Context: an optimization exercise on an open-source flow, tuned for small area and a short achievable clock period. The choices shown serve that exercise and are no tape-out recipe. Function was checked by simulation only, so behaviour that the tests miss may differ from the original. No activity file was given, so power comes from the tool's default toggle rates.

## flow/design.v (module list and top-level ports; edited modules follow where they fit)
// module mul_simd_top: 1791 lines
module mul_simd_top
(
   input  logic        clk,
   input  logic        rst_n,
   input  logic        in_valid,
   input  logic [1:0]  op,
   input  logic [31:0] a,
   input  logic [31:0] b,
   output logic        out_valid,
   output logic [63:0] result
);
  // ...
==> flow/flow/run.sh <==
#!/bin/bash
# Own layout flow: the standard synthesis unchanged, then
#  - (if POLARITY=1) flow/polarity.py removes inverters between full-adder
#    cells of the synthesized netlist by choosing each adder's polarity
#    (registers, ports and the function are unchanged),
#  - the standard ORFS steps with a few resizer settings changed (knobs.sh):
#    port buffers are buf cells (the default pick is a slow delay buffer),
#    the resizer may swap cells across footprints, and repair_timing aims for
#    extra setup slack.
# Each step's full output goes to a log file in this folder.
set -euo pipefail
cd "$(dirname "$0")/.."
source flow/knobs.sh
R=orfs/results/sky130hd/mul_simd_top/base
bash standard.sh synth > flow_synth.log 2>&1
if [[ "${POLARITY:-0}" == 1 ]]; then
  cp $R/1_2_yosys.v flow_synth_netlist.v
  python3 flow/polarity.py $R/1_2_yosys.v > flow_polarity.log 2>&1
  rm -f $R/1_synth.odb $R/1_synth.sdc
fi
bash standard.sh "${KNOBS[@]}" finish > flow_layout.log 2>&1
==> flow/flow/knobs.sh <==
POLARITY=1
KNOBS=(
  MATCH_CELL_FOOTPRINT=0
  "BUFFER_PORTS_ARGS=-buffer_cell sky130_fd_sc_hd__buf_2"
  SETUP_SLACK_MARGIN=5.2
)
==> flow/flow/polarity.py <==
#!/usr/bin/env python3
"""Remove inverters between full-adder cells of a synthesized netlist.

A full adder is self-dual: FA(~a, ~b, ~c) = (~sum, ~carry). Synthesis maps the
carry-save tree into sky130 fa cells, but leaves an inverter on many of the
wires between them. This pass picks, for every fa cell, whether it computes
the true or the inverted values of its wires (flipping all its inputs and
outputs), so that as few inverters as possible are needed, then rewires the
netlist. Registers, ports and all other cells are untouched; the netlist
computes exactly the same function.

usage: polarity.py NETLIST.v   (rewritten in place; a report goes to stdout)
"""
import re, sys, random

path = sys.argv[1]
text = open(path).read()

inst_re = re.compile(r'^(\s*)(sky130_fd_sc_hd__\w+)\s+(\S+)\s*\((.*?)\);\n', re.S | re.M)
pin_re = re.compile(r'\.(\w+)\(\s*(.*?)\s*\)(?=\s*,|\s*$)', re.S)
OUTPINS = {"X", "Y", "Q", "Q_N", "SUM", "COUT", "HI", "LO"}

cells = []
for m in inst_re.finditer(text):
    pins = {}
    for pm in pin_re.finditer(m.group(4)):
        pins[pm.group(1)] = pm.group(2).strip()
    cells.append({"type": m.group(2), "name": m.group(3), "pins": pins,
                  "span": m.span(), "indent": m.group(1)})

hdr_end = text.index(");", text.index("module")) + 2
ports = set()
for m in re.finditer(r'^\s*(input|output|inout)\s*(\[[^\]]*\])?\s*([^;]+);', text, re.M):
    for n in m.group(3).split(","):
        ports.add(n.strip())

def fmt(n):
    return n + " " if n.startswith("\\") else n

def is_port(net):
    base = net.split("[")[0].strip()
    return base in ports or net in ports

driver = {}
for i, c in enumerate(cells):
    for p, n in c["pins"].items():
        if p in OUTPINS:
            driver[n] = (i, p)

def is_inv(c):
    return "__inv_" in c["type"]

def is_fa(c):
    return "__fa_" in c["type"]

def root(net):
    par = 0
    seen = 0
    while net in driver and is_inv(cells[driver[net][0]]) and seen < 50:
        net = cells[driver[net][0]]["pins"]["A"]
        par ^= 1
        seen += 1
    return net, par

fa_ids = [i for i, c in enumerate(cells) if is_fa(c)]
fa_out = {}   # net -> fa index
for i in fa_ids:
    for p in ("SUM", "COUT"):
        if p in cells[i]["pins"]:
            fa_out[cells[i]["pins"][p]] = i

fixed = set()
for i in fa_ids:
    for p in ("SUM", "COUT"):
        n = cells[i]["pins"].get(p)
        if n is not None and is_port(n):
            fixed.add(i)

# managed pins: every input pin of a non-inverter cell whose root is an fa
# output, and every input pin of an fa cell
managed = []   # (cell idx, pin, root net, parity)
for i, c in enumerate(cells):
    if is_inv(c):
        continue
    for p, n in c["pins"].items():
        if p in OUTPINS:
            continue
        r, par = root(n)
        if is_fa(c) or r in fa_out:
            managed.append((i, p, r, par))

# inverter outputs that are ports or feed unmanaged loads stay as they are
x = {i: 0 for i in fa_ids}

def need(m):
    i, p, r, par = m
    v = par
    if is_fa(cells[i]):
        v ^= x[i]
    if r in fa_out:
        v ^= x[fa_out[r]]
    return v

def cost():
    return len({m[2] for m in managed if need(m)})

by_fa = {i: [] for i in fa_ids}
for k, m in enumerate(managed):
    i, p, r, par = m
    if i in by_fa:
        by_fa[i].append(k)
    if r in fa_out:
        by_fa[fa_out[r]].append(k)
by_root = {}
for k, m in enumerate(managed):
    by_root.setdefault(m[2], []).append(k)

def delta(f):
    roots = {managed[k][2] for k in by_fa[f]}
    before = sum(1 for r in roots if any(need(managed[k]) for k in by_root[r]))
    x[f] ^= 1
    after = sum(1 for r in roots if any(need(managed[k]) for k in by_root[r]))
    x[f] ^= 1
    return after - before

c0 = cost()
best = dict(x); best_cost = c0
rng = random.Random(1)
for restart in range(12):
    if restart:
        for f in fa_ids:
            x[f] = best[f]
        for f in rng.sample(fa_ids, max(1, len(fa_ids) // 10)):
            if f not in fixed:
                x[f] ^= 1
    improved = True
    while improved:
        improved = False
        for f in fa_ids:
            if f in fixed:
                continue
            if delta(f) < 0:
                x[f] ^= 1
                improved = True
    cc = cost()
    if cc < best_cost:
        best_cost = cc; best = dict(x)
x = best

# rewrite
new_inv = {}   # root net -> inverted net
extra = []
def inv_of(r):
    if r not in new_inv:
        k = len(new_inv)
        nn = f"_pol{k}_"
        new_inv[r] = nn
        extra.append((f"  wire {nn};\n", f"  sky130_fd_sc_hd__inv_1 _pol{k}_i_ (\n    .A({fmt(r)}),\n    .Y({nn})\n  );\n"))
    return new_inv[r]

for m in managed:
    i, p, r, par = m
    cells[i]["pins"][p] = inv_of(r) if need(m) else r

# drop inverters that drive nothing now (repeat, chains)
loads = {}
def count_loads():
    loads.clear()
    for c in cells:
        if c.get("dead"):
            continue
        for p, n in c["pins"].items():
            if p not in OUTPINS:
                loads[n] = loads.get(n, 0) + 1
changed = True
removed = 0
while changed:
    changed = False
    count_loads()
    for c in cells:
        if c.get("dead") or not is_inv(c):
            continue
        y = c["pins"]["Y"]
        if loads.get(y, 0) == 0 and not is_port(y):
            c["dead"] = True
            removed += 1
            changed = True

out = []
pos = 0
for c in cells:
    s, e = c["span"]
    out.append(text[pos:s])
    if not c.get("dead"):
        ind = c["indent"]
        body = ",\n".join(f"{ind}  .{p}({fmt(n)})" for p, n in c["pins"].items())
        out.append(f"{ind}{c['type']} {c['name']} (\n{body}\n{ind});\n")
    pos = e
out.append(text[pos:])
res = "".join(out)
decl = "".join(d for d, _ in extra)
insts = "".join(i for _, i in extra)
res = res[:hdr_end] + "\n" + decl + res[hdr_end:]
k = res.rindex("endmodule")
res = res[:k] + insts + res[k:]
open(path, "w").write(res)
flipped = sum(1 for f in fa_ids if x[f])
print(f"polarity: {len(fa_ids)} fa cells, {flipped} flipped; inverted roots {c0} -> {best_cost}; "
      f"{removed} inverters removed, {len(new_inv)} added")
==> flow/standard.sh <==
#!/bin/bash
# synth_recipe.tcl (not shown) runs the flow's synth.tcl, then flattens the netlist and writes it again
# the make line also repeats each setting of config.mk as NAME=value (left out here)
make -C /OpenROAD-flow-scripts/flow DESIGN_CONFIG=/design/flow/config.mk WORK_HOME=/design/flow/orfs CLKGATE_MAP_FILE= SYNTH_SCRIPT=/design/flow/synth_recipe.tcl "${@:-finish}"
==> flow/config.mk <==
export PLATFORM = sky130hd
export DESIGN_NAME = mul_simd_top
export DESIGN_NICKNAME = mul_simd_top
export VERILOG_FILES = /design/flow/design.v
export SDC_FILE = /design/flow/constraint.sdc
export NUM_CORES = 4
export LEC_CHECK = 0
export CAP_MARGIN = 20
export CORE_MARGIN = 2
export CORE_UTILIZATION = 60
export SLEW_MARGIN = 20
==> flow/constraint.sdc <==
create_clock -name core_clock -period 9.5 [get_ports {clk}]
set_input_delay 1.9000 -clock core_clock [delete_from_list [all_inputs] [get_ports {clk}]]
set_output_delay 1.9000 -clock core_clock [all_outputs]
set_load 0.01 [all_outputs]
==> run notes, run 1 <==
Outcome:
- The run finished with no timing, DRC or antenna violations.

Floorplanning:
- The initial core utilization is 0.613.
- The floorplan has 67 rows.
- The well tap count is 448.

Synth:
- For this run, the number of Yosys warnings is 1.
- The number of nets produced by synthesis is 2,497.

Critical path:
- The data arrival time of the worst path is 2250 ps.
- In this run the critical register-to-register path is captured at bg0_r[3].
- The worst register-to-register path has a depth of 11.
- The critical path is of the reg2out type.
- STA classifies the critical path endpoint as an output port.
- The critical path's largest stage delay is 370 ps.
- The critical path runs through a total of 7 cells.
- The worst flop-to-flop path startpoint is bt0_r[2].

Final layout:
- From synthesis to final layout, the design area changed by 9.66%.
- At the end of the flow, the number of nets in the layout was 2,503.
- Of the total standard cell area in the layout, the sequential portion is 0.229.
- The dominant kind of cell by area is multi-input gates.
- In the final layout, the share of cells above drive strength 1 is 0.137.
- The multi-input combinational cell area is 14,300 µm².
- The fraction of final cell area spent on non-clock buffers in this run is 0.0390.

CTS:
- The CTS root buffer is sky130_fd_sc_hd__clkbuf_16.
- The number of buffers added for setup after CTS is 3.
- In this run, post-CTS repair resized a total of 54 instances.
- The longest clock path from root to sink contains 3 buffers.

Pwr:
- The largest power group is combinational logic.
- Of the total power, the share spent switching nets is 0.414.
- The maximum ir drop on the vdd rail is 0.257 mV.
- The power density relative to cell area is 318 nW/µm².

Placement:
- The number of buffer cells added on primary ports is 133.
- In this run, placement finished with an instance count of 2,508.
- Summed over all nets, the half-perimeter wirelength after detailed placement is 39.4 mm.
- The routability congestion estimate is 0.916.

Min path:
- The startpoint of the worst hold path is v1_r.
- The terminating pin of the worst hold path is out_valid.
- The type of the tightest min-delay check is reg2reg.

STA:
- For the final routed database, the setup TNS stands at 0 ps.
- Setup repair after global routing could not meet its margin everywhere.
- The final critical-path setup slack is 5350 ps.

Route:
- Dividing the detail-routed via count by the number of cells gives 5.87.

Global routing:
- The via count of the first global-routing pass is 15,285.
- For met2 alone, demand over resource in global routing was 0.454.
==> run 2, diff against run 1 <==
--- a/flow/design.v
+++ b/flow/design.v
@@ -1608,18 +1608,18 @@
       bs0_r[10] <= l0_b0_s2;
       bs0_r[11] <= l0_b0_s3;
       bg0_r[0] <= l0_b0_c4;
       bp0_r[0] <= l0_b0_p0 & l0_b0_p1 & l0_b0_p2 & l0_b0_p3;
       bs0_r[12] <= l0_b1_p0;
       bs0_r[13] <= l0_b1_s1;
       bs0_r[14] <= l0_b1_s2;
       bs0_r[15] <= l0_b1_s3;
-      bg0_r[1] <= l0_b1_c4;
-      bp0_r[1] <= l0_b1_p0 & l0_b1_p1 & l0_b1_p2 & l0_b1_p3;
+      bg0_r[1] <= l0_b1_c4 & w0_r[3];
+      bp0_r[1] <= l0_b1_p0 & l0_b1_p1 & l0_b1_p2 & l0_b1_p3 & w0_r[3];
       bs0_r[16] <= l0_b2_p0;
       bs0_r[17] <= l0_b2_s1;
       bs0_r[18] <= l0_b2_s2;
       bs0_r[19] <= l0_b2_s3;
       bg0_r[2] <= l0_b2_c4;
       bp0_r[2] <= l0_b2_p0 & l0_b2_p1 & l0_b2_p2 & l0_b2_p3;
       bs0_r[20] <= l0_b3_p0;
       bs0_r[21] <= l0_b3_s1;
@@ -1651,18 +1651,18 @@
       bs1_r[10] <= l1_b0_s2;
       bs1_r[11] <= l1_b0_s3;
       bg1_r[0] <= l1_b0_c4;
       bp1_r[0] <= l1_b0_p0 & l1_b0_p1 & l1_b0_p2 & l1_b0_p3;
       bs1_r[12] <= l1_b1_p0;
       bs1_r[13] <= l1_b1_s1;
       bs1_r[14] <= l1_b1_s2;
       bs1_r[15] <= l1_b1_s3;
-      bg1_r[1] <= l1_b1_c4;
-      bp1_r[1] <= l1_b1_p0 & l1_b1_p1 & l1_b1_p2 & l1_b1_p3;
+      bg1_r[1] <= l1_b1_c4 & w1_r[3];
+      bp1_r[1] <= l1_b1_p0 & l1_b1_p1 & l1_b1_p2 & l1_b1_p3 & w1_r[3];
       bs1_r[16] <= l1_b2_p0;
       bs1_r[17] <= l1_b2_s1;
       bs1_r[18] <= l1_b2_s2;
       bs1_r[19] <= l1_b2_s3;
       bg1_r[2] <= l1_b2_c4;
       bp1_r[2] <= l1_b2_p0 & l1_b2_p1 & l1_b2_p2 & l1_b2_p3;
       bs1_r[20] <= l1_b3_p0;
       bs1_r[21] <= l1_b3_s1;
@@ -1694,17 +1694,17 @@
    wire f0_c1 = f0_n0;
    assign result[12] = bs0_r[12] ^ f0_c1;
    wire f0_q1_1 = bs0_r[12];
    assign result[13] = bs0_r[13] ^ (f0_c1 & f0_q1_1);
    wire f0_q1_2 = bs0_r[12] & bs0_r[13];
    assign result[14] = bs0_r[14] ^ (f0_c1 & f0_q1_2);
    wire f0_q1_3 = bs0_r[12] & bs0_r[13] & bs0_r[14];
    assign result[15] = bs0_r[15] ^ (f0_c1 & f0_q1_3);
-   wire f0_n1 = ((bg0_r[1] | ((bp0_r[1]) & f0_c1)) & w20_r);
+   wire f0_n1 = (bg0_r[1] | ((bp0_r[1]) & f0_c1));
    wire f0_c2 = f0_n1;
    assign result[16] = bs0_r[16] ^ f0_c2;
    wire f0_q2_1 = bs0_r[16];
    assign result[17] = bs0_r[17] ^ (f0_c2 & f0_q2_1);
    wire f0_q2_2 = bs0_r[16] & bs0_r[17];
    assign result[18] = bs0_r[18] ^ (f0_c2 & f0_q2_2);
    wire f0_q2_3 = bs0_r[16] & bs0_r[17] & bs0_r[18];
    assign result[19] = bs0_r[19] ^ (f0_c2 & f0_q2_3);
@@ -1748,17 +1748,17 @@
    wire f1_c1 = f1_n0;
    assign result[44] = bs1_r[12] ^ f1_c1;
    wire f1_q1_1 = bs1_r[12];
    assign result[45] = bs1_r[13] ^ (f1_c1 & f1_q1_1);
    wire f1_q1_2 = bs1_r[12] & bs1_r[13];
    assign result[46] = bs1_r[14] ^ (f1_c1 & f1_q1_2);
    wire f1_q1_3 = bs1_r[12] & bs1_r[13] & bs1_r[14];
    assign result[47] = bs1_r[15] ^ (f1_c1 & f1_q1_3);
-   wire f1_n1 = ((bg1_r[1] | ((bp1_r[1]) & f1_c1)) & w21_r);
+   wire f1_n1 = (bg1_r[1] | ((bp1_r[1]) & f1_c1));
    wire f1_c2 = f1_n1;
    assign result[48] = bs1_r[16] ^ f1_c2;
    wire f1_q2_1 = bs1_r[16];
    assign result[49] = bs1_r[17] ^ (f1_c2 & f1_q2_1);
    wire f1_q2_2 = bs1_r[16] & bs1_r[17];
    assign result[50] = bs1_r[18] ^ (f1_c2 & f1_q2_2);
    wire f1_q2_3 = bs1_r[16] & bs1_r[17] & bs1_r[18];
    assign result[51] = bs1_r[19] ^ (f1_c2 & f1_q2_3);
==> run notes, run 2 <==
CTS:
- CTS saw 251 sinks.
- The clock transition at the register clock pins on the worst setup and hold paths after CTS is 70 ps.
- The clock latency reported for the late side of the worst-skew pair is 560 ps.
- The H-tree level count is 1.
- The largest buffer count on any clock path is 3 (unchanged).
- The CTS tree is built.
- The CTS root buffer is sky130_fd_sc_hd__clkbuf_16.
- In this run, CTS created clock tree buffers numbering 28.
- For this design, the CTS-stage hold fixing added 0 buffers.

Global routing:
- The wire length of the first global-routing pass is 76.6 mm.
- The initial antenna violation count is 0.
- In the global route stage, overall resource usage came out at 0.269.
- The largest net degree at the start of global routing is 68.
- The global route total overflow is 0.
- The via count of the first global-routing pass is 14,797 (-3.2%).

Final layout:
- The fraction of layout cells with a size suffix above 1 was 0.136 (-0.00142).
- The number of diodes is 0.
- The signed area change from the synthesized netlist to the final layout is 9.06%.
- The utilization after layout is 0.665.
- The commonest non-fill, non-tap cell in the layout is sky130_fd_sc_hd__a22oi_1.
- The layout has 2,734 filler cells.
- The number of nets in the layout came to 2,481 (-0.88%).
- Leaving out fill and tap cells, the most frequent cells in the layout are sky130_fd_sc_hd__a22oi_1 (260), sky130_fd_sc_hd__xnor2_1 (233), sky130_fd_sc_hd__fa_1 (220).

Pwr:
- The internal portion of the total power is 4.08 mW.
- The cell leakage power is 9.51 nW.
- Of the total power, the clock network draws 0.158.
- The share of total power consumed by net switching is 0.413 (-0.00169).
- The power density relative to cell area is 311 nW/µm² (-2.1%).
- In this run the power spent charging and discharging nets is 2.87 mW.
- Overall power consumption after layout is estimated at 6.96 mW.
- The maximum ir drop on the vdd rail is 0.267 mV (+4.0%).
- The sequential share of power is 0.229.
- The share of total power dissipated in combinational logic is 0.613.

Placement:
- The number of buffer cells added on primary ports is 133 (unchanged).
- Timing analysis after detailed placement gives a worst setup slack of 4240 ps.
- The routability congestion estimate is 0.896 (-2.2%).
- The half-perimeter wire length after detailed placement is 36.5 mm (-7.4%).

STA:
- The count of pins over their slew limit is 0.
- Timing would allow up to 240 MHz.
- The final hold violation count is 0.
- The final critical-path setup slack is 5330 ps (-25.0 ps).
- The relative slew slack is 0.370.
- For the final database, setup skew stands at 11.8 ps.
- Of the available clock period, the critical path in the final layout requires 0.439.
- Setup repair after global routing left no endpoint under its margin.
- Setup violations remaining at the end of the flow were counted as 0.
- The measured slew at the worst slew-check pin is 941 ps.
- The clock period could shrink to 4170 ps.
- The setup TNS is 0 ps (unchanged).
- The worst hold margin is 349 ps.

Floorplanning:
- The initial core utilization came to 0.609 (-0.00368).
- The die span in x is 189 µm.
- Pin placement for this block handled 134 I/O pins.
- The overall die area is 35,600 µm².
- The floorplan step defined a core boundary enclosing 33,600 µm².
- The number of core rows was 67 (unchanged).
- From bottom edge to top edge, the die measures 189 µm.

Route:
- In this run, the number of DRC markers left after iteration 0 of detailed routing was 1,142.
- The total iterations of the first detailed-routing run is 6.
- The average wire per standard cell is 18.4 µm.
- After detailed routing, the number of remaining DRC violations is 0.
- The count of nets left with antenna violations once routing finished came out at 0.
- The number of vias per cell is 5.74 (-2.3%).
- The routed layout has 14,615 vias.
- The wire length reported by the detailed router is 46.9 mm.

Min path:
- The type of the tightest min-delay check is reg2reg.
- The startpoint of the worst hold path is v1_r.

Synth:
- The yosys synthesis warning count is 1 (unchanged).
- The combined area of all synthesized cells is 20,500 µm².
- The average cell area after synthesis is 9.88 µm².
- The number of nets produced by synthesis is 2,476 (-0.84%).
- The gate count after technology mapping is 2,073.

Outcome:
- The run finished with no timing, DRC or antenna violations.

Critical path:
- The highest net fanout along the worst path is 16.
- The startpoint of the most critical setup path is bx1_r.
- The launching element type of the critical path is a register.
- The critical path goes through a22oi_1 -> xnor2_1 -> and2_1 -> fa_1 -> inv_1 -> fa_1 -> fa_1 -> inv_1 -> fa_1 -> ha_1 -> and3_1 -> o21ai_0 -> o21ai_0 -> a21o_1.
- The critical path's largest stage delay is 530 ps (+160 ps).
- The data arrival time of the worst path was 4640 ps (+2390 ps).
- The setup path with the least slack is of type reg2reg.
- The most numerous cell type found on the critical path is sky130_fd_sc_hd__fa_1.
- Data on the critical path is required at its endpoint by 9960 ps.
- The cell with the biggest individual delay on the critical path is sky130_fd_sc_hd__dfxtp_2.
- The worst flop-to-flop path startpoint is bx1_r.
- The sort of element at the end of the critical path is a register.

Flow run:
- The count of maximum capacitance violations is 0.
-- run 2: power groups by stage --
stage | Clock [mW] | Sequential (mW) | Combinational, mW
final | 1.10 | 1.59 | 4.26
after floorplan | 0 | 1.48 | 3.41
after CTS | 1.13 | 1.59 | 4.33
after global placement | 0 | 1.60 | 4.16
after global routing | 1.17 | 1.62 | 4.91
after detailed placement | 0 | 1.61 | 4.29
-- run 2: final timing paths --
check	endpoint	slack [ps]	cells after the start
min reg2reg	out_valid	350	0
min	out_valid	350	0
max reg2reg	bg1_r[2]	5330	14
min in group asynchronous	v1_r	1120	1
max	bg1_r[2]	5330	14
max in group asynchronous	out_valid	8290	1
-- run 2: critical path, delay by kind of cell (launching register included) --
| family | cells | cell delay [ps] |
|---|---|---|
| buf+inv | 2 | 130 |
| fa+ha+maj | 5 | 2260 |
| simple gates | 2 | 350 |
| compound gates | 4 | 660 |
| flops | 1 | 530 |
| xor+xnor | 1 | 140 |
-- run 2: layout make-up --
type                    instances  area (µm²)  share of cell area
multi-input cells            1482       14200               0.635
flip-flops and latches        251        5170               0.231
repair buffers                154         868              0.0389
clock buffers                  36         792              0.0354
inverters                     161         604              0.0270
well taps                     448         561              0.0251
clock inverters                16         159             0.00711
-- run 2: routing by layer --
layer / GRT usage / part of all wire / vias to the layer above
met3: 0.0343 / 0.053 / 88
met4: 0.0862 / 0.029 / 0
met1: 0.342 / 0.42 / 7127
li1: - / - / 6928
met2: 0.474 / 0.50 / 472
met5: 0 / 0 / -
-- run 2: through the flow --
step,cells,area [µm²]
global placement,2483,21000
detailed placement,2483,21000
CTS,2536,22100
global route,2548,22300
floorplan,2073,20500
finish,2548,22300
-- run 2: repair_timing --
action	CTS	global route
setup buffers	1	11
endpoints found under the hold margin	0	0
endpoints found under the setup margin	51	15
cloned	0	1
gates resized for setup	57	57
pin swaps	0	0
==> run 3, diff against run 2 <==
--- a/flow/config.mk
+++ b/flow/config.mk
@@ -8,4 +8,7 @@
 export CAP_MARGIN = 20
 export CORE_MARGIN = 2
 export CORE_UTILIZATION = 60
+export CTS_BUF_LIST = sky130_fd_sc_hd__clkbuf_8 sky130_fd_sc_hd__clkbuf_16
+export CTS_CLUSTER_DIAMETER = 100
+export CTS_CLUSTER_SIZE = 24
 export SLEW_MARGIN = 20
==> run notes, run 3 <==
CTS:
- The clock transition at the register clock pins on the worst setup and hold paths after CTS was 90 ps (+20 ps).
- The H-tree level count was 1 (unchanged).
- The largest buffer count on any clock path was 3 (unchanged).
- The CTS tree is built.
- The clock latency reported for the late side of the worst-skew pair is 500 ps (-60 ps).
- The CTS buffer count is 15 (-46%).
- The total clock sinks is 251 (unchanged).
- The tree is rooted in a sky130_fd_sc_hd__clkbuf_16.

Synth:
- The yosys synthesis warning count was 1 (unchanged).
- The number of nets produced by synthesis is 2,476 (unchanged).
- The average cell area after synthesis is 9.88 µm² (unchanged).
- The combined area of all synthesized cells was 20,500 µm² (unchanged).
- The gate count after technology mapping is 2,073 (unchanged).

Critical path:
- The required time reported for the critical path endpoint came to 7600 ps (-2360 ps).
- The cell with the biggest individual delay on the critical path is sky130_fd_sc_hd__a211oi_2.
- The combined buffer and inverter count along the critical path is 1 (-1).
- The cell count of the worst reg-to-reg path was 14 (unchanged).
- STA classifies the critical path startpoint as a register.
- The data arrival time of the worst path is 2310 ps (-2330 ps).
- The sort of element at the end of the critical path is an output port.
- The highest net fanout along the worst path came to 5 (-11).
- The worst setup path is of the reg2out kind.
- The setup slack of the most critical reg-to-reg path is 5350 ps (+20 ps).
- The endpoint identified for the worst register-to-register timing path is bg0_r[2].
- In this run the critical register-to-register path is launched from ml0_r[7].
- The family with the most delay on the worst path is compound AO/OA/AOI/OAI gates.
- The critical path goes through a211oi_2 -> o21bai_1 -> a21o_1 -> ha_1 -> xor2_1 -> buf_2.
- The critical path's largest stage delay is 500 ps (-30 ps).

Global routing:
- The global route total overflow is 0 (unchanged).
- The wire length of the first global-routing pass is 76.0 mm (-0.83%).
- The via count of the first global-routing pass is 14,589 (-1.4%).
- The total track usage is 0.266 (-0.00275).
- The initial antenna violation count is 0 (unchanged).
- The largest net degree at the start of global routing is 68 (unchanged).

Min path:
- The type of the tightest min-delay check is reg2reg.
- The cell depth of the worst hold path came to 0 (unchanged).
- The startpoint of the worst hold path is v1_r.
- The worst hold path terminates at out_valid.

STA:
- Setup repair after global routing could not meet its margin everywhere.
- The maximum frequency from static timing analysis came to 238 MHz (-0.73%).
- The measured slew at the worst slew-check pin is 949 ps (+7.96 ps).
- The relative slew slack came to 0.366 (-0.00429).
- The count of pins over their slew limit was 0 (unchanged).
- The clock tree skew after final layout is 13.5 ps (+1.67 ps).
- The number of setup violations in the final report is 0 (unchanged).
- The worst hold margin is 357 ps (+8.43 ps).
- The final hold violation count came to 0 (unchanged).
- The period utilization came to 0.443 (+0.00323).
- The setup TNS came to 0 ps (unchanged).
- The final critical path time including I/O delays and setup is 4210 ps (+30.7 ps).

Final layout:
- Leaving out fill and tap cells, the most frequent cell in the layout is sky130_fd_sc_hd__a22oi_1.
- The number of diodes is 0 (unchanged).
- The utilization after layout is 0.647 (-0.0181).
- Leaving out fill and tap cells, the most frequent cells in the layout are sky130_fd_sc_hd__a22oi_1 (260), sky130_fd_sc_hd__xnor2_1 (233), sky130_fd_sc_hd__fa_1 (220).
- The count of placed standard cells in the final layout, fillers left out came to 2,507 (-1.6%).
- The fraction of layout cells with a size suffix above 1 is 0.119 (-0.0167).
- The number of nets in the layout is 2,458 (-0.93%).
- The number of filler cells placed in the layout is 2,792 (+2.1%).
- From synthesis to final layout, the design area changed by 6.10%.

Flow run:
- The count of maximum capacitance violations was 0 (unchanged).

Pwr:
- The cell leakage power is 9.20 nW (-3.2%).
- The power density relative to cell area is 299 nW/µm² (-3.9%).
- The maximum ir drop on the vdd rail is 0.218 mV (-18%).
- The total power draw came to 6.51 mW (-6.5%).

Placement:
- The half-perimeter wire length after detailed placement is 36.5 mm (unchanged).
- The number of instances in the placed design is 2,483 (unchanged).
- The number of buffer cells added on primary ports came to 133 (unchanged).
- The routability congestion estimate is 0.896 (unchanged).

Route:
- The number of vias per cell is 5.78 (+0.70%).
- The wire length reported by the detailed router is 46.2 mm (-1.5%).
- The average wire per standard cell came to 18.4 µm (+0.14%).
- The total iterations of the first detailed-routing run is 5 (-1).
- The vias after detailed routing is 14,481 (-0.92%).
- The initial DRC count is 1,149 (+0.61%).
- The number of DRC violations after detailed routing is 0 (unchanged).
- The remaining antenna violation count after routing came to 0 (unchanged).

Floorplanning:
- The die span in x is 189 µm (unchanged).
- The initial core utilization was 0.609 (unchanged).
- The overall die area is 35,600 µm² (unchanged).
- The number of core rows is 67 (unchanged).
- The area of the core is 33,600 µm² (unchanged).
- The floorplan die height came to 189 µm (unchanged).
- The I/O pin total came to 134 (unchanged).

Outcome:
- The flow ran to the end and the layout has no timing, DRC or antenna violations.
run 3: cell count changes in the layout (fill, tap and decap cells not counted), sizes merged:
cell / before / now
inv: 163 / 164
bufinv: 2 / 0
clkinv: 9 / 2
clkinvlp: 3 / 1
clkbuf: 37 / 16
buf: 153 / 143
run 3: worst max path at each step:
| stage | startpoint | endpoint | slack [ps] | cells after the start |
|---|---|---|---|---|
| floorplan | bo0_r[6] | bg0_r[3] | 5270 | 13 |
| global placement | w0_r[0] | bg0_r[2] | 4360 | 13 |
| detailed placement | w0_r[0] | bg0_r[2] | 4240 | 13 |
| CTS | bt0_r[1] | bg0_r[2] | 5200 | 14 |
| global route | ml0_r[4] | bg0_r[2] | 5130 | 14 |
| finish | cy1_r | result[57] | 5290 | 6 |
run 3: cell type report:
cell class,instances,area (µm²),share of cell area
clock buffers,15,375,0.0173
flip-flops and latches,251,5180,0.238
inverters,161,604,0.0278
clock inverters,6,56.3,0.00259
multi-input cells,1482,14200,0.652
repair buffers,144,782,0.0360
well taps,448,561,0.0258
run 3: routing by layer:
layer / global-route usage / vias to the layer above / wire, µm
met1: 0.347 / 7041 / 19700
met4: 0.0853 / 0 / 1460
met3: 0.0268 / 85 / 2350
li1: - / 6858 / -
met5: 0 / - / 0
met2: 0.466 / 497 / 22800
run 3: through the flow:
stage	area (µm²)	setup slack (ps)
finish	21700	5290
global route	21700	5130
CTS	21600	5200
detailed placement	21000	4240
global placement	21000	4360
floorplan	20500	5270
run 3: report_power, final:
group	switching [mW]	internal [mW]
clock network	0.372	0.296
registers	0.227	1.36
logic	2.18	2.07
total	2.78	3.73
run 3: what timing repair did:
| item | CTS | global route |
|---|---|---|
| gates resized for setup | 63 | 53 |
| hold buffers | 0 | 0 |
| buffers inserted | 3 | 0 |
| hold endpoints to repair | 0 | 0 |
| setup endpoints to repair | 47 | 13 |
| cloned | 0 | 0 |
run 3: worst register-to-register path, cell delays in order, from the launching register on:
cell and delay, ps:
sky130_fd_sc_hd__dfxtp_1 540, sky130_fd_sc_hd__a22oi_1 170, sky130_fd_sc_hd__xnor2_1 140, sky130_fd_sc_hd__and2_1 170
sky130_fd_sc_hd__fa_1 490, sky130_fd_sc_hd__inv_1 70, sky130_fd_sc_hd__fa_1 460, sky130_fd_sc_hd__fa_1 510
sky130_fd_sc_hd__inv_1 60, sky130_fd_sc_hd__fa_1 450, sky130_fd_sc_hd__ha_1 350, sky130_fd_sc_hd__and3_1 190
sky130_fd_sc_hd__o21ai_1 170, sky130_fd_sc_hd__o21ai_0 120, sky130_fd_sc_hd__a21o_1 180
==> run 4, diff against run 3 <==
==> flow/flow/knobs.sh (replaced) <==
POLARITY=1
KNOBS=(
  MATCH_CELL_FOOTPRINT=0
  "BUFFER_PORTS_ARGS=-buffer_cell sky130_fd_sc_hd__buf_2"
  SETUP_SLACK_MARGIN=5.35
)
==> run notes, run 4 <==
Outcome:
- The run finished with no timing, DRC or antenna violations.

CTS:
- The largest buffer count on any clock path was 3 (unchanged).
- The CTS root buffer is sky130_fd_sc_hd__clkbuf_16.
- The H-tree level count is 1 (unchanged).
- The CTS buffer count is 15 (unchanged).
- The clock latency reported for the late side of the worst-skew pair was 510 ps (about the same).
- The total clock sinks is 251 (unchanged).
- TritonCTS built the clock tree.
- The hold-fix buffer count after cts is 0 (unchanged).
- The clock transition at the register clock pins on the worst setup and hold paths after CTS is 90 ps (about the same).

STA:
- The setup TNS was 0 ps (unchanged).
- The final hold violation count is 0 (unchanged).
- The period utilization came to 0.428 (-0.0149).
- The number of setup violations in the final report is 0 (unchanged).
- Setup repair after global routing could not meet its margin everywhere.
- The clock tree skew after final layout is 14.0 ps (+0.520 ps).
- The final critical path time including I/O delays and setup is 4060 ps (-142 ps).
- The count of pins over their slew limit is 0 (unchanged).
- The measured slew at the worst slew-check pin is 941 ps (-7.70 ps).
- The maximum frequency from static timing analysis was 246 MHz (+3.5%).
- The relative slew slack was 0.371 (+0.00515).

Critical path:
- The setup slack of the most critical reg-to-reg path is 5440 ps (+90 ps).
- The category of the critical setup timing path is reg2reg.
- The highest net fanout along the worst path is 16 (+11).
- The worst flop-to-flop path startpoint is bo0_r[1].
- The critical path's largest stage delay came to 590 ps (+90 ps).
- The cell count of the worst reg-to-reg path is 11 (-3).
- The reg-to-reg endpoint is bg0_r[3].
- The most critical setup path has its startpoint at bo0_r[1].
- The worst setup path is launched from a register.
- The cell family contributing the most delay on the critical path is adder cells.
- The combined buffer and inverter count along the critical path is 0 (-1).
- The worst setup path is captured at a register.
- Walking the worst path, the cells encountered are o21ai_0 -> xor2_1 -> and2_1 -> fa_1 -> fa_1 -> fa_1 -> fa_1 -> ha_1 -> a32o_1 -> a22o_1 -> a21o_1.
- The cell with the biggest individual delay on the critical path is sky130_fd_sc_hd__fa_1.
- The worst setup path endpoint is bg0_r[3].
- Counting stages on the worst path, the most repeated cell is sky130_fd_sc_hd__fa_1.
- The data arrival time of the worst path is 4460 ps (+2150 ps).
- The required time reported for the critical path endpoint is 9900 ps (+2300 ps).
- The path length in cells of the critical path is 11 (+5).

Placement:
- The routability congestion estimate is 0.898 (+0.27%).
- The number of buffer cells added on primary ports is 133 (unchanged).
- The post-place instance area is 21,000 µm² (about the same).
- The half-perimeter wire length after detailed placement is 36.7 mm (+0.45%).

Final layout:
- The number of nets in the layout is 2,485 (+1.1%).
- The utilization after layout is 0.659 (+0.0126).
- The top cell types in the final layout, fill and taps aside, are sky130_fd_sc_hd__a22oi_1 (255), sky130_fd_sc_hd__xnor2_1 (233), sky130_fd_sc_hd__fa_1 (219).
- The number of filler cells placed in the layout came to 2,762 (-1.1%).
- The commonest non-fill, non-tap cell in the layout is sky130_fd_sc_hd__a22oi_1.
- The fraction of layout cells with a size suffix above 1 came to 0.146 (+0.0273).
- The area of all placed cells without fillers came to 22,200 µm² (+1.9%).
- The area growth from synthesis to layout is 8.17%.

Min path:
- The startpoint identified for the worst hold timing path is v1_r.
- The path class of the tightest hold or removal check is reg2reg.

Synth:
- The number of nets produced by synthesis is 2,476 (unchanged).
- The average cell area after synthesis is 9.88 µm² (unchanged).
- The combined area of all synthesized cells is 20,500 µm² (unchanged).
- The yosys synthesis warning count is 1 (unchanged).
- The gate count after technology mapping is 2,073 (unchanged).

Floorplanning:
- The initial core utilization is 0.609 (unchanged).
- The die span in x is 189 µm (unchanged).
- The I/O pin total is 134 (unchanged).
- The overall die area was 35,600 µm² (unchanged).
- The number of core rows came to 67 (unchanged).
- The floorplan die height was 189 µm (unchanged).
- The area of the core is 33,600 µm² (unchanged).

Global routing:
- The total track usage is 0.265 (-0.000539).
- The wire length of the first global-routing pass is 76.1 mm (+0.13%).
- The largest net degree at the start of global routing came to 68 (unchanged).
- The initial antenna violation count is 1 (+1).
- The via count of the first global-routing pass is 14,429 (-1.1%).
- The global route total overflow is 0 (unchanged).

Route:
- The number of vias per cell was 5.76 (-0.35%).
- The vias after detailed routing is 14,585 (+0.72%).
- The number of DRC violations after detailed routing is 0 (unchanged).
- The wire length reported by the detailed router is 47.3 mm (+2.2%).
- The remaining antenna violation count after routing is 0 (unchanged).
- The initial DRC count is 1,270 (+11%).
- The average wire per standard cell is 18.6 µm (+1.1%).
- The total iterations of the first detailed-routing run is 6 (+1).

Pwr:
- The power density relative to cell area is 298 nW/µm² (-0.46%).
- The maximum ir drop on the vdd rail is 0.254 mV (+16%).
- The cell leakage power is 9.39 nW (+2.0%).

Flow run:
- The count of maximum capacitance violations came to 0 (unchanged).
-- run 4: cell types whose count changed in the layout (fill, tap and decap cells not counted), sizes merged --
cell,previous run,this run
buf,143,166
clkbuf,16,20
diode,0,1
bufinv,0,1
clkinv,2,1
clkinvlp,1,0
-- run 4: how the worst min path moves through the flow --
| stage | depth (start not counted) | end | slack [ps] |
|---|---|---|---|
| 3_3_place_gp | 0 | out_valid | 340 |
| 6_report | 0 | out_valid | 350 |
| 3_5_place_dp | 0 | out_valid | 340 |
| 5_1_grt | 0 | out_valid | 370 |
| 2_1_floorplan | 0 | out_valid | 330 |
| 4_1_cts | 0 | out_valid | 360 |
-- run 4: where the power goes --
group          total, mW  internal, mW  switching, mW
logic               4.33          2.12           2.20
registers           1.59          1.36          0.232
clock network      0.687         0.322          0.365
total               6.60          3.80           2.80
-- run 4: area by class of cell --
type                    instances  area (µm²)  share of cell area
inverters                     161         604              0.0273
flip-flops and latches        251        5260               0.237
clock buffers                  15         375              0.0169
multi-input cells            1482       14300               0.644
diodes                          1        2.50            0.000113
well taps                     448         561              0.0253
clock inverters                 5        70.1             0.00316
repair buffers                171        1020              0.0460
-- run 4: repair_timing --
item | in CTS | in global routing
cloned | 0 | 1
resized for setup | 97 | 81
setup buffers | 4 | 26
endpoints found under the setup margin | 62 | 19
-- run 4: metrics by stage --
step	power (mW)	hold slack, ps	setup slack [ps]	cells
detailed placement	5.88	341	4250	2482
global placement	5.76	339	4350	2482
finish	6.60	355	5440	2534
global route	7.35	374	5320	2534
floorplan	4.89	331	5350	2073
CTS	6.62	360	5280	2506
-- run 4: layer usage --
layer	GRT usage	wire length (µm)	up-vias
li1	-	-	6920
met2	0.474	23800	455
met5	0	0	-
met3	0.0263	2370	69
met1	0.349	19900	7141
met4	0.0595	1100	0
==> run 5, diff against run 4 <==
==> flow/flow/knobs.sh (replaced) <==
POLARITY=1
KNOBS=(
  MATCH_CELL_FOOTPRINT=0
  "BUFFER_PORTS_ARGS=-buffer_cell sky130_fd_sc_hd__buf_2"
  SETUP_SLACK_MARGIN=5.2
)
--- a/flow/config.mk
+++ b/flow/config.mk
@@ -7,8 +7,9 @@
 export LEC_CHECK = 0
 export CAP_MARGIN = 20
 export CORE_MARGIN = 2
-export CORE_UTILIZATION = 60
+export CORE_UTILIZATION = 65
 export CTS_BUF_LIST = sky130_fd_sc_hd__clkbuf_8 sky130_fd_sc_hd__clkbuf_16
 export CTS_CLUSTER_DIAMETER = 100
 export CTS_CLUSTER_SIZE = 24
+export PLACE_DENSITY = 0.75
 export SLEW_MARGIN = 20
==> run notes, run 5 <==
Route:
- The wire length reported by the detailed router is 45.9 mm (-2.8%).
- The number of vias per cell is 5.95 (+3.3%).
- The average wire per standard cell is 18.7 µm (+0.23%).
- The number of DRC violations after detailed routing is 0 (unchanged).
- The initial DRC count is 1,018 (-20%).
- The vias after detailed routing was 14,613 (+0.19%).
- The total iterations of the first detailed-routing run came to 6 (unchanged).
- The remaining antenna violation count after routing is 0 (unchanged).

Critical path:
- The data arrival time of the worst path is 4560 ps (+100 ps).
- The sort of element at the end of the critical path is a register.
- The highest net fanout along the worst path is 17 (+1).
- The launching element type of the critical path is a register.
- The setup slack of the most critical reg-to-reg path is 5340 ps (-100 ps).
- The cell count of the worst reg-to-reg path is 11 (unchanged).
- Traced cell by cell, the critical path runs through a22oi_1 -> xor2_1 -> fa_1 -> inv_1 -> fa_1 -> fa_1 -> fa_1 -> ha_1 -> a32o_1 -> a22o_1 -> a21o_1.
- The required time reported for the critical path endpoint is 9890 ps (about the same).
- In this design, the critical path's most frequently occurring cell is sky130_fd_sc_hd__fa_1.
- The cell with the biggest individual delay on the critical path is sky130_fd_sc_hd__dfxtp_2.
- The category of the critical setup timing path is reg2reg.
- The critical path's largest stage delay is 580 ps (about the same).
- In this run the critical register-to-register path is captured at bg0_r[3].
- The worst register-to-register path begins at bt0_r[5].

Placement:
- The half-perimeter wire length after detailed placement came to 36.3 mm (-0.89%).
- The post-place instance area is 20,900 µm² (-0.35%).
- The number of buffer cells added on primary ports was 133 (unchanged).
- The routability congestion estimate is 0.887 (-1.3%).

Outcome:
- The flow ran to the end and the layout has no timing, DRC or antenna violations.

CTS:
- The H-tree level count is 1 (unchanged).
- TritonCTS built the clock tree.
- The CTS root buffer is sky130_fd_sc_hd__clkbuf_16.
- The total clock sinks was 251 (unchanged).
- The clock transition at the register clock pins on the worst setup and hold paths after CTS is 80 ps (about the same).
- The CTS buffer count was 15 (unchanged).
- The largest buffer count on any clock path came to 3 (unchanged).
- The clock latency reported for the late side of the worst-skew pair came to 520 ps (about the same).
- The hold-fix buffer count after cts is 0 (unchanged).

Min path:
- In this run the worst hold path is classified as reg2reg.
- The cell depth of the worst hold path is 0 (unchanged).
- The startpoint of the worst hold path is v1_r.
- The terminating pin of the worst hold path is out_valid.

Pwr:
- The maximum ir drop on the vdd rail is 0.193 mV (-24%).
- The cell leakage power is 9.17 nW (-2.3%).
- The power density relative to cell area was 303 nW/µm² (+1.8%).

Floorplanning:
- The I/O pin total is 134 (unchanged).
- The overall die area is 33,000 µm² (-7.5%).
- The floorplan die height was 182 µm (-3.8%).
- The area of the core is 31,300 µm² (-6.9%).
- The die span in x is 182 µm (-3.8%).
- The initial core utilization came to 0.654 (+0.0449).
- The number of core rows was 65 (-3.0%).

Global routing:
- The initial antenna violation count is 0 (-1).
- The largest net degree at the start of global routing is 68 (unchanged).
- The total track usage is 0.281 (+0.0159).
- The global route total overflow is 0 (unchanged).
- The via count of the first global-routing pass is 14,682 (+1.8%).
- The wire length of the first global-routing pass is 75.3 mm (-1.0%).

STA:
- The final critical path time including I/O delays and setup is 4160 ps (+101 ps).
- The clock tree skew after final layout was 32.5 ps (+18.6 ps).
- The final hold violation count is 0 (unchanged).
- The maximum frequency from static timing analysis is 240 MHz (-2.4%).
- The period utilization came to 0.438 (+0.0106).
- The number of setup violations in the final report was 0 (unchanged).
- The setup TNS was 0 ps (unchanged).
- The relative slew slack is 0.350 (-0.0209).
- The measured slew at the worst slew-check pin is 971 ps (+29.7 ps).
- Setup repair after global routing could not meet its margin everywhere.
- The count of pins over their slew limit is 0 (unchanged).

Synth:
- The number of nets produced by synthesis is 2,476 (unchanged).
- The yosys synthesis warning count is 1 (unchanged).
- The gate count after technology mapping came to 2,073 (unchanged).
- The average cell area after synthesis is 9.88 µm² (unchanged).
- The combined area of all synthesized cells was 20,500 µm² (unchanged).

Final layout:
- The signed area change from the synthesized netlist to the final layout is 5.56%.
- The area of all placed cells without fillers is 21,600 µm² (-2.4%).
- The number of nets in the layout is 2,454 (-1.2%).
- The fraction of layout cells with a size suffix above 1 was 0.117 (-0.0296).
- The number of diodes is 0 (-1).
- The top cell types in the final layout, fill and taps aside, are sky130_fd_sc_hd__a22oi_1 (260), sky130_fd_sc_hd__xnor2_1 (236), sky130_fd_sc_hd__fa_1 (220).
- The commonest non-fill, non-tap cell in the layout is sky130_fd_sc_hd__a22oi_1.
- The number of filler cells placed in the layout is 2,439 (-12%).

Flow run:
- The count of maximum capacitance violations is 0 (unchanged).
==> run 5: changes by cell type in the layout (fill, tap and decap cells not counted), moves of 4 or more <==
cell	before	now
sky130_fd_sc_hd__a22oi_1	255	260
sky130_fd_sc_hd__a22oi_2	5	0
sky130_fd_sc_hd__buf_4	27	4
sky130_fd_sc_hd__dfxtp_1	171	194
sky130_fd_sc_hd__dfxtp_4	49	24
sky130_fd_sc_hd__nand2_2	0	4
sky130_fd_sc_hd__nand2_4	8	4
==> run 5: worst max-delay path by stage <==
stage                    end  slack, ps  startpoint  depth (start not counted)
floorplan           bg0_r[3]       5270    bo0_r[6]                         13
global placement    bg0_r[2]       4350     w0_r[0]                         13
detailed placement  bg0_r[2]       4240     w0_r[0]                         13
CTS                 bg0_r[2]       5130     w0_r[0]                         13
global route        bg1_r[2]       5110    bo1_r[5]                         12
finish              bg0_r[3]       5340    bt0_r[5]                         11
==> run 5: per-stage QoR <==
stage | power [mW] | hold WS, ps | setup slack [ps] | util | cells
floorplan | 4.89 | 331 | 5270 | - | 2073
global placement | 5.71 | 344 | 4350 | 0.668 | 2434
detailed placement | 5.92 | 338 | 4240 | 0.668 | 2434
CTS | 6.63 | 367 | 5130 | 0.686 | 2457
global route | 7.24 | 375 | 5110 | 0.691 | 2458
finish | 6.56 | 366 | 5340 | 0.691 | 2458
==> run 5: worst max-delay path, delay by kind of cell, from the launching register on <==
family                     cells  cell delay, ps
AOI/OAI and AO/OA              4             850
xor gates and xnor gates       1             180
adders and majority gates      5            2370
buffers and inverters          1              60
DFF                            1             580
==> run 5: repair_timing <==
action                                  in CTS  in global routing
setup buffers                                1                  1
resized for setup                           60                 43
endpoints found under the setup margin      41                 12
==> run 5: final cells by class <==
type	instances	area, µm²	share of cell area
Inverter	161	604	0.0279
Multi-Input combinational cell	1482	14100	0.654
Sequential cell	251	5160	0.239
Timing Repair Buffer	140	749	0.0347
Clock buffer	15	375	0.0174
Clock inverter	7	83.8	0.00388
Tap cell	402	503	0.0233
==> run 5: routing by layer <==
layer | share of wire | track usage | up-vias
met5 | 0 | 0 | -
met4 | 0.021 | 0.0680 | 0
met3 | 0.059 | 0.0361 | 71
met2 | 0.52 | 0.513 | 512
met1 | 0.40 | 0.355 | 7179
li1 | - | - | 6851
==> run 5: power breakdown <==
part	switching, mW	internal, mW	total (mW)
sequential	0.233	1.36	1.59
clock	0.368	0.324	0.691
combinational	2.20	2.08	4.28
total	2.80	3.76	6.56

## static timing again, ports no longer ideal
The flow's constraints put no driver on any port. The routed layouts listed below were extracted and timed again, unchanged, in two steps.
Step 1 (the two cells are an assumption about what drives the block):
set clk [get_ports {clk}]
set_driving_cell -lib_cell sky130_fd_sc_hd__clkbuf_16 $clk
set_driving_cell -lib_cell sky130_fd_sc_hd__buf_2 [delete_from_list [all_inputs] $clk]
Step 2 also shifts input and output timing later by t, the mid clock arrival at the registers, as if the neighbouring blocks saw the same clock.
a / b / c = ideal / step 1 / step 2; a / b = the first two.
run | t, ns | setup slack, ns | worst setup path after step 2 | latest minus earliest clock arrival (ns) | slew at the worst register clock pin (ns)
run 1 | 0.623 | 5.350 / 5.296 / 5.247 | input to register | 0.021 / 0.021 | 0.07 / 0.07
run 2 | 0.612 | 5.325 / 5.308 / 5.239 | input to register | 0.014 / 0.014 | 0.07 / 0.07
run 3 | 0.546 | 5.294 / 5.242 / 5.265 | input to register | 0.013 / 0.014 | 0.10 / 0.10
run 4 | 0.550 | 5.436 / 5.388 / 5.337 | input to register | 0.014 / 0.014 | 0.09 / 0.09
run 5 | 0.560 | 5.336 / 5.336 / 5.270 | input to register | 0.033 / 0.033 | 0.09 / 0.09
After both steps every run listed still meets setup and hold. For run 1, which loses most, drivers alone change the setup slack by -0.054 ns; drivers and shift together by -0.103 ns.
